This is an optimization exercise on Yosys and OpenROAD, whose aim is small area, a short achievable clock period and few clock cycles, not a production implementation. Power and IR drop assume default switching activity.

==> v9 <==
==> flow/design.v <==
`timescale 1ns / 1ps
`default_nettype none
package hdc_pkg;
   localparam int WINDOW_DEPTH = 16;
   localparam int IDX_W        = $clog2(WINDOW_DEPTH);
   localparam int COUNT_W      = $clog2(WINDOW_DEPTH + 1);
   localparam int REG_W  = 5;
   localparam int KIND_W = 3;
   localparam int OIDX_W = 4;
   localparam logic [KIND_W-1:0] KIND_RAW  = 3'd0;
   localparam logic [KIND_W-1:0] KIND_WAR  = 3'd1;
   localparam logic [KIND_W-1:0] KIND_WAW  = 3'd2;
   localparam logic [KIND_W-1:0] KIND_NONE = 3'd3;
   localparam logic [KIND_W-1:0] KIND_FULL = 3'd4;
   localparam int HIT_RAW = 0;
   localparam int HIT_WAR = 1;
   localparam int HIT_WAW = 2;
endpackage
`default_nettype wire
`timescale 1ns / 1ps
`default_nettype none
module hdc_cell (
   input  wire logic                      clock,
   input  wire logic                      wr_en,
   input  wire logic                      live,
   input  wire logic [hdc_pkg::REG_W-1:0] c_dst,
   input  wire logic                      c_dok,
   input  wire logic [hdc_pkg::REG_W-1:0] c_sa,
   input  wire logic                      c_aok,
   input  wire logic [hdc_pkg::REG_W-1:0] c_sb,
   input  wire logic                      c_bok,
   output logic [hdc_pkg::REG_W-1:0]      dst,
   output logic [2:0]                     hit
);
   logic [hdc_pkg::REG_W-1:0] e_dst, e_sa, e_sb;
   logic                      e_dok, e_aok, e_bok;
   always_ff @(posedge clock) begin
      if (wr_en) begin
         e_dst <= c_dst;
         e_dok <= c_dok;
         e_sa  <= c_sa;
         e_aok <= c_aok;
         e_sb  <= c_sb;
         e_bok <= c_bok;
      end
   end
   assign hit[hdc_pkg::HIT_RAW] = live && e_dok &&
                                  ((c_aok && e_dst == c_sa) || (c_bok && e_dst == c_sb));
   assign hit[hdc_pkg::HIT_WAR] = live && c_dok &&
                                  ((e_aok && e_sa == c_dst) || (e_bok && e_sb == c_dst));
   assign hit[hdc_pkg::HIT_WAW] = live && e_dok && c_dok && e_dst == c_dst;
   assign dst = e_dst;
endmodule
`default_nettype wire
`timescale 1ns / 1ps
`default_nettype none
module instruction_hazard_detector_top (
   input  wire logic                       clock,
   input  wire logic                       reset,
   input  wire logic                       req_valid,
   output logic                            req_stall,
   input  wire logic                       req_start_program,
   input  wire logic [hdc_pkg::REG_W-1:0]  req_dest_reg,
   input  wire logic                       req_dest_present,
   input  wire logic [hdc_pkg::REG_W-1:0]  req_src_a_reg,
   input  wire logic                       req_src_a_present,
   input  wire logic [hdc_pkg::REG_W-1:0]  req_src_b_reg,
   input  wire logic                       req_src_b_present,
   output logic                            rsp_valid,
   input  wire logic                       rsp_stall,
   output logic [hdc_pkg::KIND_W-1:0]      rsp_dep_kind,
   output logic [hdc_pkg::OIDX_W-1:0]      rsp_earlier_index,
   output logic [hdc_pkg::OIDX_W-1:0]      rsp_later_index,
   output logic [hdc_pkg::REG_W-1:0]       rsp_shared_reg,
   output logic                            rsp_last_result
);
   localparam int D  = hdc_pkg::WINDOW_DEPTH;
   localparam int N  = 3 * D;
   localparam int RW = hdc_pkg::KIND_W + 2 * hdc_pkg::OIDX_W + hdc_pkg::REG_W + 1;
   logic [hdc_pkg::COUNT_W-1:0] count_ff, count_in;
   logic                        qv_ff, qv_in;
   logic [N-1:0]                qhits_ff, qhits_in;
   logic                        qfull_ff, qfull_in;
   logic [hdc_pkg::REG_W-1:0]   qdst_ff, qdst_in;
   logic [hdc_pkg::IDX_W-1:0]   qlater_ff, qlater_in;
   logic [N-1:0]                pend_ff, pend_in;
   logic                        fullk_ff, fullk_in;    
   logic [hdc_pkg::REG_W-1:0]   cdst_ff, cdst_in;
   logic [hdc_pkg::IDX_W-1:0]   later_ff, later_in;
   logic                        busy_ff, busy_in;      
   logic                        single_ff, single_in;  
   logic                        stall_ff, stall_in;
   logic                        ov_ff, ov_in;
   logic [hdc_pkg::REG_W-1:0]   dst0_ff, dst0_in;
   logic                        hv_ff, hv_in, tv_ff, tv_in;
   logic [RW-1:0]               head_ff, head_in, tail_ff, tail_in, item;
   logic [hdc_pkg::COUNT_W-1:0] eff_count;
   logic [hdc_pkg::IDX_W-1:0]   pos;
   logic                        full, accept, load, pop, move, pend_any, qmove;
   logic                        hits_one, pend_two;
   logic [N-1:0]                hits, clr;
   logic [D-1:0]                ent_any, sel;
   logic [hdc_pkg::REG_W*D-1:0] dsts;
   logic [2:0]                  kind_sel;
   logic [hdc_pkg::IDX_W-1:0]   sel_idx;
   logic [hdc_pkg::REG_W-1:0]   sel_dst;
   logic [hdc_pkg::KIND_W-1:0]  it_kind;
   logic [hdc_pkg::OIDX_W-1:0]  it_early, it_late;
   logic [hdc_pkg::REG_W-1:0]   it_sh;
   logic                        it_last;
   assign pend_any  = |pend_ff;
   assign req_stall = stall_ff;
   assign accept    = req_valid && !stall_ff;
   assign pop       = hv_ff && !rsp_stall;
   assign move      = busy_ff && (!tv_ff || pop);
   assign qmove     = qv_ff && (!busy_ff || (single_ff && move));
   assign eff_count = req_start_program ? '0 : count_ff;
   assign full      = eff_count == hdc_pkg::COUNT_W'(D);
   assign pos       = eff_count[hdc_pkg::IDX_W-1:0];
   assign load      = accept && !full;
   for (genvar i = 0; i < D; i++) begin : g_cell
      hdc_cell u_cell (
         .clock (clock),
         .wr_en (load && pos == hdc_pkg::IDX_W'(i)),
         .live  (hdc_pkg::COUNT_W'(i) < eff_count),
         .c_dst (req_dest_reg),
         .c_dok (req_dest_present),
         .c_sa  (req_src_a_reg),
         .c_aok (req_src_a_present),
         .c_sb  (req_src_b_reg),
         .c_bok (req_src_b_present),
         .dst   (dsts[hdc_pkg::REG_W*i +: hdc_pkg::REG_W]),
         .hit   (hits[3*i +: 3])
      );
   end
   always_comb begin
      logic [63:0] ha, hm, pa, pm, pt;
      ha = 64'(qhits_ff);
      hm = '0;
      pa = 64'(pend_ff);
      pm = '0;
      pt = '0;
      for (int l = 1; l <= 6; l++) begin
         for (int j = 0; j < (64 >> l); j++) begin
            hm[j] = hm[2*j] | hm[2*j+1] | (ha[2*j] & ha[2*j+1]);
            ha[j] = ha[2*j] | ha[2*j+1];
            pt[j] = pt[2*j] | pt[2*j+1] | (pm[2*j] & pa[2*j+1]) | (pa[2*j] & pm[2*j+1]);
            pm[j] = pm[2*j] | pm[2*j+1] | (pa[2*j] & pa[2*j+1]);
            pa[j] = pa[2*j] | pa[2*j+1];
         end
      end
      hits_one = !hm[0];
      pend_two = !pt[0];
   end
   always_comb begin
      clr      = '0;
      kind_sel = '0;
      sel_idx  = '0;
      sel_dst  = '0;
      for (int i = 0; i < D; i++) begin
         ent_any[i] = |pend_ff[3*i +: 3];
      end
      for (int i = 0; i < D; i++) begin
         logic [2:0] pk;
         sel[i] = ent_any[i] && !(|(ent_any & D'((1 << i) - 1)));
         pk[0] = pend_ff[3*i];
         pk[1] = pend_ff[3*i+1] && !pend_ff[3*i];
         pk[2] = pend_ff[3*i+2] && !pend_ff[3*i+1] && !pend_ff[3*i];
         clr[3*i +: 3] = sel[i] ? pk : 3'b000;
         kind_sel = kind_sel | clr[3*i +: 3];
         sel_idx  = sel_idx | (sel[i] ? hdc_pkg::IDX_W'(i) : '0);
         if (i == 0) begin
            sel_dst = sel_dst | (sel[i] ? (ov_ff ? dst0_ff : dsts[0 +: hdc_pkg::REG_W]) : '0);
         end else begin
            sel_dst = sel_dst | (sel[i] ? dsts[hdc_pkg::REG_W*i +: hdc_pkg::REG_W] : '0);
         end
      end
   end
   always_comb begin
      if (pend_any) begin
         it_early = sel_idx;
         it_late  = later_ff;
         it_last  = single_ff;
         if (kind_sel[hdc_pkg::HIT_RAW]) begin
            it_kind = hdc_pkg::KIND_RAW;
            it_sh   = sel_dst;
         end else if (kind_sel[hdc_pkg::HIT_WAR]) begin
            it_kind = hdc_pkg::KIND_WAR;
            it_sh   = cdst_ff;
         end else begin
            it_kind = hdc_pkg::KIND_WAW;
            it_sh   = cdst_ff;
         end
      end else begin
         it_kind  = fullk_ff ? hdc_pkg::KIND_FULL : hdc_pkg::KIND_NONE;
         it_early = '0;
         it_late  = fullk_ff ? '0 : later_ff;
         it_sh    = '0;
         it_last  = 1'b1;
      end
      item = {it_kind, it_early, it_late, it_sh, it_last};
   end
   always_comb begin
      count_in  = count_ff;
      qv_in     = qv_ff && !qmove;
      qhits_in  = qhits_ff;
      qfull_in  = qfull_ff;
      qdst_in   = qdst_ff;
      qlater_in = qlater_ff;
      pend_in   = pend_ff;
      ov_in     = ov_ff && !qmove;
      dst0_in   = dst0_ff;
      fullk_in  = fullk_ff;
      cdst_in   = cdst_ff;
      later_in  = later_ff;
      busy_in   = busy_ff;
      single_in = single_ff;
      if (move) begin
         pend_in   = pend_ff & ~clr;
         busy_in   = !single_ff;
         single_in = pend_two;
      end
      if (qmove) begin
         pend_in   = qhits_ff;
         busy_in   = 1'b1;
         single_in = hits_one;
         fullk_in  = qfull_ff;
         cdst_in   = qdst_ff;
         later_in  = qlater_ff;
      end
      if (accept) begin
         qv_in     = 1'b1;
         qhits_in  = full ? '0 : hits;
         qfull_in  = full;
         qdst_in   = req_dest_reg;
         qlater_in = pos;
         count_in  = full ? eff_count : eff_count + hdc_pkg::COUNT_W'(1);
         if (!full && pos == '0) begin
            ov_in   = 1'b1;
            dst0_in = dsts[0 +: hdc_pkg::REG_W];
         end
      end
      head_in = head_ff;
      hv_in   = hv_ff;
      tail_in = tail_ff;
      tv_in   = tv_ff && !pop;
      if (!hv_ff || pop) begin
         hv_in   = tv_ff || move;
         head_in = tv_ff ? tail_ff : item;
      end
      if (move && (tv_ff || (hv_ff && !pop))) begin
         tv_in   = 1'b1;
         tail_in = item;
      end
      stall_in = qv_in && busy_in && (!single_in || tv_in);
   end
   always_ff @(posedge clock) begin
      if (reset) begin
         count_ff  <= '0;
         qv_ff     <= 1'b0;
         pend_ff   <= '0;
         busy_ff   <= 1'b0;
         single_ff <= 1'b1;
         stall_ff  <= 1'b0;
         hv_ff     <= 1'b0;
         tv_ff     <= 1'b0;
      end else begin
         count_ff  <= count_in;
         qv_ff     <= qv_in;
         pend_ff   <= pend_in;
         busy_ff   <= busy_in;
         single_ff <= single_in;
         stall_ff  <= stall_in;
         hv_ff     <= hv_in;
         tv_ff     <= tv_in;
      end
      qhits_ff  <= qhits_in;
      qfull_ff  <= qfull_in;
      qdst_ff   <= qdst_in;
      qlater_ff <= qlater_in;
      fullk_ff <= fullk_in;
      ov_ff    <= ov_in;
      dst0_ff  <= dst0_in;
      cdst_ff  <= cdst_in;
      later_ff <= later_in;
      head_ff  <= head_in;
      tail_ff  <= tail_in;
   end
   assign rsp_valid = hv_ff;
   assign {rsp_dep_kind, rsp_earlier_index, rsp_later_index, rsp_shared_reg, rsp_last_result} = head_ff;
endmodule
`default_nettype wire
==> flow/run.sh <==
#!/bin/bash
# synth_recipe.tcl (not shown) runs the flow's synth.tcl, then flattens the netlist and writes it again
# the make line also repeats each setting of config.mk as NAME=value (left out here)
make -C /OpenROAD-flow-scripts/flow DESIGN_CONFIG=/design/flow/config.mk WORK_HOME=/design/flow/orfs CLKGATE_MAP_FILE= SYNTH_SCRIPT=/design/flow/synth_recipe.tcl finish
==> flow/config.mk <==
export PLATFORM = sky130hd
export DESIGN_NAME = instruction_hazard_detector_top
export DESIGN_NICKNAME = instruction_hazard_detector_top
export VERILOG_FILES = /design/flow/design.v
export SDC_FILE = /design/flow/constraint.sdc
export NUM_CORES = 4
export LEC_CHECK = 0
export ABC_CLOCK_PERIOD_IN_PS = 2100
export CAP_MARGIN = 20
export CORE_MARGIN = 2
export CORE_UTILIZATION = 40
export SETUP_SLACK_MARGIN = 2.4
export SLEW_MARGIN = 20
==> flow/constraint.sdc <==
create_clock -name core_clock -period 4.5 [get_ports {clock}]
set_input_delay 0.9000 -clock core_clock [delete_from_list [all_inputs] [get_ports {clock}]]
set_output_delay 0.9000 -clock core_clock [all_outputs]
set_load 0.01 [all_outputs]
==> inputs of v18, as changes to v9 <==
--- a/flow/design.v
+++ b/flow/design.v
@@ -84,22 +84,23 @@
    logic [hdc_pkg::REG_W-1:0]   qdst_ff, qdst_in;
    logic [hdc_pkg::IDX_W-1:0]   qlater_ff, qlater_in;
    logic [N-1:0]                pend_ff, pend_in;
+   logic [D-1:0]                pany_ff, pany_in;      
+   logic [D-1:0]                sel_ff, sel_in;        
    logic                        fullk_ff, fullk_in;    
    logic [hdc_pkg::REG_W-1:0]   cdst_ff, cdst_in;
    logic [hdc_pkg::IDX_W-1:0]   later_ff, later_in;
    logic                        busy_ff, busy_in;      
    logic                        single_ff, single_in;  
-   logic                        stall_ff, stall_in;
    logic                        ov_ff, ov_in;
    logic [hdc_pkg::REG_W-1:0]   dst0_ff, dst0_in;
    logic                        hv_ff, hv_in, tv_ff, tv_in;
    logic [RW-1:0]               head_ff, head_in, tail_ff, tail_in, item;
    logic [hdc_pkg::COUNT_W-1:0] eff_count;
    logic [hdc_pkg::IDX_W-1:0]   pos;
-   logic                        full, accept, load, pop, move, pend_any, qmove;
+   logic                        full, accept, load, pop, move, qmove;
    logic                        hits_one, pend_two;
    logic [N-1:0]                hits, clr;
-   logic [D-1:0]                ent_any, sel;
+   logic [D-1:0]                qany, pany_mv, one_left;
    logic [hdc_pkg::REG_W*D-1:0] dsts;
    logic [2:0]                  kind_sel;
    logic [hdc_pkg::IDX_W-1:0]   sel_idx;
@@ -108,9 +109,15 @@
    logic [hdc_pkg::OIDX_W-1:0]  it_early, it_late;
    logic [hdc_pkg::REG_W-1:0]   it_sh;
    logic                        it_last;
-   assign pend_any  = |pend_ff;
-   assign req_stall = stall_ff;
-   assign accept    = req_valid && !stall_ff;
+   function automatic logic [D-1:0] lowest(input logic [D-1:0] v);
+      logic [D-1:0] r;
+      for (int i = 0; i < D; i++) begin
+         r[i] = v[i] && !(|(v & D'((1 << i) - 1)));
+      end
+      lowest = r;
+   endfunction
+   assign req_stall = qv_ff && busy_ff && (!single_ff || tv_ff);
+   assign accept    = req_valid && !req_stall;
    assign pop       = hv_ff && !rsp_stall;
    assign move      = busy_ff && (!tv_ff || pop);
    assign qmove     = qv_ff && (!busy_ff || (single_ff && move));
@@ -158,26 +165,32 @@
       sel_idx  = '0;
       sel_dst  = '0;
       for (int i = 0; i < D; i++) begin
-         ent_any[i] = |pend_ff[3*i +: 3];
-      end
-      for (int i = 0; i < D; i++) begin
          logic [2:0] pk;
-         sel[i] = ent_any[i] && !(|(ent_any & D'((1 << i) - 1)));
          pk[0] = pend_ff[3*i];
          pk[1] = pend_ff[3*i+1] && !pend_ff[3*i];
-         pk[2] = pend_ff[3*i+2] && !pend_ff[3*i+1] && !pend_ff[3*i];
-         clr[3*i +: 3] = sel[i] ? pk : 3'b000;
+         pk[2] = !pend_ff[3*i+1] && !pend_ff[3*i];
+         clr[3*i +: 3] = sel_ff[i] ? pk : 3'b000;
          kind_sel = kind_sel | clr[3*i +: 3];
-         sel_idx  = sel_idx | (sel[i] ? hdc_pkg::IDX_W'(i) : '0);
+         sel_idx  = sel_idx | (sel_ff[i] ? hdc_pkg::IDX_W'(i) : '0);
          if (i == 0) begin
-            sel_dst = sel_dst | (sel[i] ? (ov_ff ? dst0_ff : dsts[0 +: hdc_pkg::REG_W]) : '0);
+            sel_dst = sel_dst | (sel_ff[i] ? (ov_ff ? dst0_ff : dsts[0 +: hdc_pkg::REG_W]) : '0);
          end else begin
-            sel_dst = sel_dst | (sel[i] ? dsts[hdc_pkg::REG_W*i +: hdc_pkg::REG_W] : '0);
+            sel_dst = sel_dst | (sel_ff[i] ? dsts[hdc_pkg::REG_W*i +: hdc_pkg::REG_W] : '0);
          end
-      end
+         one_left[i] = (pend_ff[3*i] && (pend_ff[3*i+1] || pend_ff[3*i+2])) ||
+                       (pend_ff[3*i+1] && pend_ff[3*i+2]);
+         qany[i] = |qhits_ff[3*i +: 3];
+      end
+      pany_mv = pany_ff & ~(sel_ff & ~one_left);
    end
    always_comb begin
-      if (pend_any) begin
+      if (busy_ff && !(|pany_ff)) begin
+         it_kind  = fullk_ff ? hdc_pkg::KIND_FULL : hdc_pkg::KIND_NONE;
+         it_early = '0;
+         it_late  = fullk_ff ? '0 : later_ff;
+         it_sh    = '0;
+         it_last  = 1'b1;
+      end else begin
          it_early = sel_idx;
          it_late  = later_ff;
          it_last  = single_ff;
@@ -191,12 +204,6 @@
             it_kind = hdc_pkg::KIND_WAW;
             it_sh   = cdst_ff;
          end
-      end else begin
-         it_kind  = fullk_ff ? hdc_pkg::KIND_FULL : hdc_pkg::KIND_NONE;
-         it_early = '0;
-         it_late  = fullk_ff ? '0 : later_ff;
-         it_sh    = '0;
-         it_last  = 1'b1;
       end
       item = {it_kind, it_early, it_late, it_sh, it_last};
    end
@@ -208,6 +215,8 @@
       qdst_in   = qdst_ff;
       qlater_in = qlater_ff;
       pend_in   = pend_ff;
+      pany_in   = pany_ff;
+      sel_in    = sel_ff;
       ov_in     = ov_ff && !qmove;
       dst0_in   = dst0_ff;
       fullk_in  = fullk_ff;
@@ -217,11 +226,15 @@
       single_in = single_ff;
       if (move) begin
          pend_in   = pend_ff & ~clr;
+         pany_in   = pany_mv;
+         sel_in    = lowest(pany_mv);
          busy_in   = !single_ff;
          single_in = pend_two;
       end
       if (qmove) begin
          pend_in   = qhits_ff;
+         pany_in   = qany;
+         sel_in    = lowest(qany);
          busy_in   = 1'b1;
          single_in = hits_one;
          fullk_in  = qfull_ff;
@@ -252,25 +265,24 @@
          tv_in   = 1'b1;
          tail_in = item;
       end
-      stall_in = qv_in && busy_in && (!single_in || tv_in);
    end
    always_ff @(posedge clock) begin
       if (reset) begin
          count_ff  <= '0;
          qv_ff     <= 1'b0;
          pend_ff   <= '0;
+         pany_ff   <= '0;
          busy_ff   <= 1'b0;
          single_ff <= 1'b1;
-         stall_ff  <= 1'b0;
          hv_ff     <= 1'b0;
          tv_ff     <= 1'b0;
       end else begin
          count_ff  <= count_in;
          qv_ff     <= qv_in;
          pend_ff   <= pend_in;
+         pany_ff   <= pany_in;
          busy_ff   <= busy_in;
          single_ff <= single_in;
-         stall_ff  <= stall_in;
          hv_ff     <= hv_in;
          tv_ff     <= tv_in;
       end
@@ -278,13 +290,14 @@
       qfull_ff  <= qfull_in;
       qdst_ff   <= qdst_in;
       qlater_ff <= qlater_in;
-      fullk_ff <= fullk_in;
-      ov_ff    <= ov_in;
-      dst0_ff  <= dst0_in;
-      cdst_ff  <= cdst_in;
-      later_ff <= later_in;
-      head_ff  <= head_in;
-      tail_ff  <= tail_in;
+      sel_ff    <= sel_in;
+      fullk_ff  <= fullk_in;
+      cdst_ff   <= cdst_in;
+      later_ff  <= later_in;
+      ov_ff     <= ov_in;
+      dst0_ff   <= dst0_in;
+      head_ff   <= head_in;
+      tail_ff   <= tail_in;
    end
    assign rsp_valid = hv_ff;
    assign {rsp_dep_kind, rsp_earlier_index, rsp_later_index, rsp_shared_reg, rsp_last_result} = head_ff;
--- a/flow/config.mk
+++ b/flow/config.mk
@@ -5,9 +5,10 @@
 export SDC_FILE = /design/flow/constraint.sdc
 export NUM_CORES = 4
 export LEC_CHECK = 0
-export ABC_CLOCK_PERIOD_IN_PS = 2100
+export ABC_CLOCK_PERIOD_IN_PS = 2000
 export CAP_MARGIN = 20
 export CORE_MARGIN = 2
-export CORE_UTILIZATION = 40
-export SETUP_SLACK_MARGIN = 2.4
+export CORE_UTILIZATION = 50
+export SETUP_SLACK_MARGIN = 2.5
 export SLEW_MARGIN = 20
+export TNS_END_PERCENT = 0
==> inputs of v29, as changes to v9 <==
--- a/flow/design.v
+++ b/flow/design.v
@@ -84,22 +84,24 @@
    logic [hdc_pkg::REG_W-1:0]   qdst_ff, qdst_in;
    logic [hdc_pkg::IDX_W-1:0]   qlater_ff, qlater_in;
    logic [N-1:0]                pend_ff, pend_in;
+   logic [D-1:0]                pany_ff, pany_in;      
    logic                        fullk_ff, fullk_in;    
    logic [hdc_pkg::REG_W-1:0]   cdst_ff, cdst_in;
    logic [hdc_pkg::IDX_W-1:0]   later_ff, later_in;
    logic                        busy_ff, busy_in;      
    logic                        single_ff, single_in;  
-   logic                        stall_ff, stall_in;
    logic                        ov_ff, ov_in;
    logic [hdc_pkg::REG_W-1:0]   dst0_ff, dst0_in;
+   logic                        nv_ff, nv_in;
+   logic [RW-1:0]               nitem_ff, nitem_in;
    logic                        hv_ff, hv_in, tv_ff, tv_in;
    logic [RW-1:0]               head_ff, head_in, tail_ff, tail_in, item;
    logic [hdc_pkg::COUNT_W-1:0] eff_count;
    logic [hdc_pkg::IDX_W-1:0]   pos;
-   logic                        full, accept, load, pop, move, pend_any, qmove;
+   logic                        full, accept, load, pop, fmove, move, qmove;
    logic                        hits_one, pend_two;
    logic [N-1:0]                hits, clr;
-   logic [D-1:0]                ent_any, sel;
+   logic [D-1:0]                sel;
    logic [hdc_pkg::REG_W*D-1:0] dsts;
    logic [2:0]                  kind_sel;
    logic [hdc_pkg::IDX_W-1:0]   sel_idx;
@@ -108,11 +110,11 @@
    logic [hdc_pkg::OIDX_W-1:0]  it_early, it_late;
    logic [hdc_pkg::REG_W-1:0]   it_sh;
    logic                        it_last;
-   assign pend_any  = |pend_ff;
-   assign req_stall = stall_ff;
-   assign accept    = req_valid && !stall_ff;
+   assign req_stall = qv_ff && busy_ff && (!single_ff || (nv_ff && tv_ff));
+   assign accept    = req_valid && !req_stall;
    assign pop       = hv_ff && !rsp_stall;
-   assign move      = busy_ff && (!tv_ff || pop);
+   assign fmove     = nv_ff && (!tv_ff || pop);
+   assign move      = busy_ff && (!nv_ff || fmove);
    assign qmove     = qv_ff && (!busy_ff || (single_ff && move));
    assign eff_count = req_start_program ? '0 : count_ff;
    assign full      = eff_count == hdc_pkg::COUNT_W'(D);
@@ -158,14 +160,11 @@
       sel_idx  = '0;
       sel_dst  = '0;
       for (int i = 0; i < D; i++) begin
-         ent_any[i] = |pend_ff[3*i +: 3];
-      end
-      for (int i = 0; i < D; i++) begin
          logic [2:0] pk;
-         sel[i] = ent_any[i] && !(|(ent_any & D'((1 << i) - 1)));
+         sel[i] = pany_ff[i] && !(|(pany_ff & D'((1 << i) - 1)));
          pk[0] = pend_ff[3*i];
          pk[1] = pend_ff[3*i+1] && !pend_ff[3*i];
-         pk[2] = pend_ff[3*i+2] && !pend_ff[3*i+1] && !pend_ff[3*i];
+         pk[2] = !pend_ff[3*i+1] && !pend_ff[3*i];
          clr[3*i +: 3] = sel[i] ? pk : 3'b000;
          kind_sel = kind_sel | clr[3*i +: 3];
          sel_idx  = sel_idx | (sel[i] ? hdc_pkg::IDX_W'(i) : '0);
@@ -177,7 +176,7 @@
       end
    end
    always_comb begin
-      if (pend_any) begin
+      if (|pany_ff) begin
          it_early = sel_idx;
          it_late  = later_ff;
          it_last  = single_ff;
@@ -228,6 +227,9 @@
          cdst_in   = qdst_ff;
          later_in  = qlater_ff;
       end
+      for (int i = 0; i < D; i++) begin
+         pany_in[i] = |pend_in[3*i +: 3];
+      end
       if (accept) begin
          qv_in     = 1'b1;
          qhits_in  = full ? '0 : hits;
@@ -240,37 +242,40 @@
             dst0_in = dsts[0 +: hdc_pkg::REG_W];
          end
       end
+      nv_in    = move || (nv_ff && !fmove);
+      nitem_in = move ? item : nitem_ff;
       head_in = head_ff;
       hv_in   = hv_ff;
       tail_in = tail_ff;
       tv_in   = tv_ff && !pop;
       if (!hv_ff || pop) begin
-         hv_in   = tv_ff || move;
-         head_in = tv_ff ? tail_ff : item;
-      end
-      if (move && (tv_ff || (hv_ff && !pop))) begin
+         hv_in   = tv_ff || fmove;
+         head_in = tv_ff ? tail_ff : nitem_ff;
+      end
+      if (fmove && (tv_ff || (hv_ff && !pop))) begin
          tv_in   = 1'b1;
-         tail_in = item;
-      end
-      stall_in = qv_in && busy_in && (!single_in || tv_in);
+         tail_in = nitem_ff;
+      end
    end
    always_ff @(posedge clock) begin
       if (reset) begin
          count_ff  <= '0;
          qv_ff     <= 1'b0;
          pend_ff   <= '0;
+         pany_ff   <= '0;
          busy_ff   <= 1'b0;
          single_ff <= 1'b1;
-         stall_ff  <= 1'b0;
+         nv_ff     <= 1'b0;
          hv_ff     <= 1'b0;
          tv_ff     <= 1'b0;
       end else begin
          count_ff  <= count_in;
          qv_ff     <= qv_in;
          pend_ff   <= pend_in;
+         pany_ff   <= pany_in;
          busy_ff   <= busy_in;
          single_ff <= single_in;
-         stall_ff  <= stall_in;
+         nv_ff     <= nv_in;
          hv_ff     <= hv_in;
          tv_ff     <= tv_in;
       end
@@ -278,13 +283,14 @@
       qfull_ff  <= qfull_in;
       qdst_ff   <= qdst_in;
       qlater_ff <= qlater_in;
-      fullk_ff <= fullk_in;
-      ov_ff    <= ov_in;
-      dst0_ff  <= dst0_in;
-      cdst_ff  <= cdst_in;
-      later_ff <= later_in;
-      head_ff  <= head_in;
-      tail_ff  <= tail_in;
+      fullk_ff  <= fullk_in;
+      cdst_ff   <= cdst_in;
+      later_ff  <= later_in;
+      ov_ff     <= ov_in;
+      dst0_ff   <= dst0_in;
+      nitem_ff  <= nitem_in;
+      head_ff   <= head_in;
+      tail_ff   <= tail_in;
    end
    assign rsp_valid = hv_ff;
    assign {rsp_dep_kind, rsp_earlier_index, rsp_later_index, rsp_shared_reg, rsp_last_result} = head_ff;
--- a/flow/config.mk
+++ b/flow/config.mk
@@ -5,9 +5,10 @@
 export SDC_FILE = /design/flow/constraint.sdc
 export NUM_CORES = 4
 export LEC_CHECK = 0
-export ABC_CLOCK_PERIOD_IN_PS = 2100
+export ABC_CLOCK_PERIOD_IN_PS = 2000
 export CAP_MARGIN = 20
 export CORE_MARGIN = 2
-export CORE_UTILIZATION = 40
-export SETUP_SLACK_MARGIN = 2.4
+export CORE_UTILIZATION = 60
+export SETUP_SLACK_MARGIN = 2.5
 export SLEW_MARGIN = 20
+export TNS_END_PERCENT = 0
==> summary.txt <==
run status: complete, no violations
WHS Endpoint: cdst_ff[0]
WL met1: 30900 µm
Routed WL per cell: 25.8 µm
EDFF count, synth: 395
Distinct cells, synth: 83
Worst Max-Slew Pin Slew: 0.837 ns
multi-input logic portion of the cell area: 36.7%
Signal inverters: 20
That was v9.
==> summary.txt <==
WL met1: 28400 µm
Worst Max-Slew Pin Slew: 0.866 ns
Signal inverters: 20
Distinct cells, synth: 70
run status: complete, no violations
multi-input logic portion of the cell area: 35.1%
WHS Endpoint: cdst_ff[2]
Routed WL per cell: 27.0 µm
That was v29.
==> summary.txt <==
Distinct cells, synth: 66
Worst Max-Slew Pin Slew: 1.08 ns
Clk pin slew, worst setup/hold paths: 0.06 ns
run status: complete, no violations
worst setup margin: 1.97 ns
WHS Endpoint: cdst_ff[4]
EDFF count, synth: 411
Routed WL per cell: 27.3 µm
Post-synth top cells: edfxtp_1, xor2_1, nand2_1
Routability Congestion: 0.917
WL met1: 31300 µm
switching share of power: 24.6%
multi-input logic portion of the cell area: 36.5%
Signal inverters: 21
That was v18.
Function was not checked in any run of this note: the RTL went through the layout flow alone.

## static timing again, ports no longer ideal
The results above use ideal ports. As a check the final layouts listed here were re-extracted and re-timed, cells and wires unchanged. Step 1: set_driving_cell puts a clkbuf_16 on clock and a buf_2 on each other input, an assumption about the parent block. Step 2 also shifts input and output timing later by t, the mid clock arrival at the registers, as if the neighbouring blocks saw the same clock. Three values: no drivers, after step 1, after step 2; two values: the first two.
run | t (ns) | setup WS [ns] | worst setup path at the end
v9 | 0.650 | 1.774 / 1.774 / 1.550 | input to register
v18 | 0.655 | 1.970 / 1.970 / 1.322 | input to register
v29 | 0.651 | 1.936 / 1.900 / 1.250 | input to register
After both steps every run listed still meets setup and hold. The setup slack of v29, which loses most, moves by -0.036 ns with the drivers and by -0.686 ns with both steps.
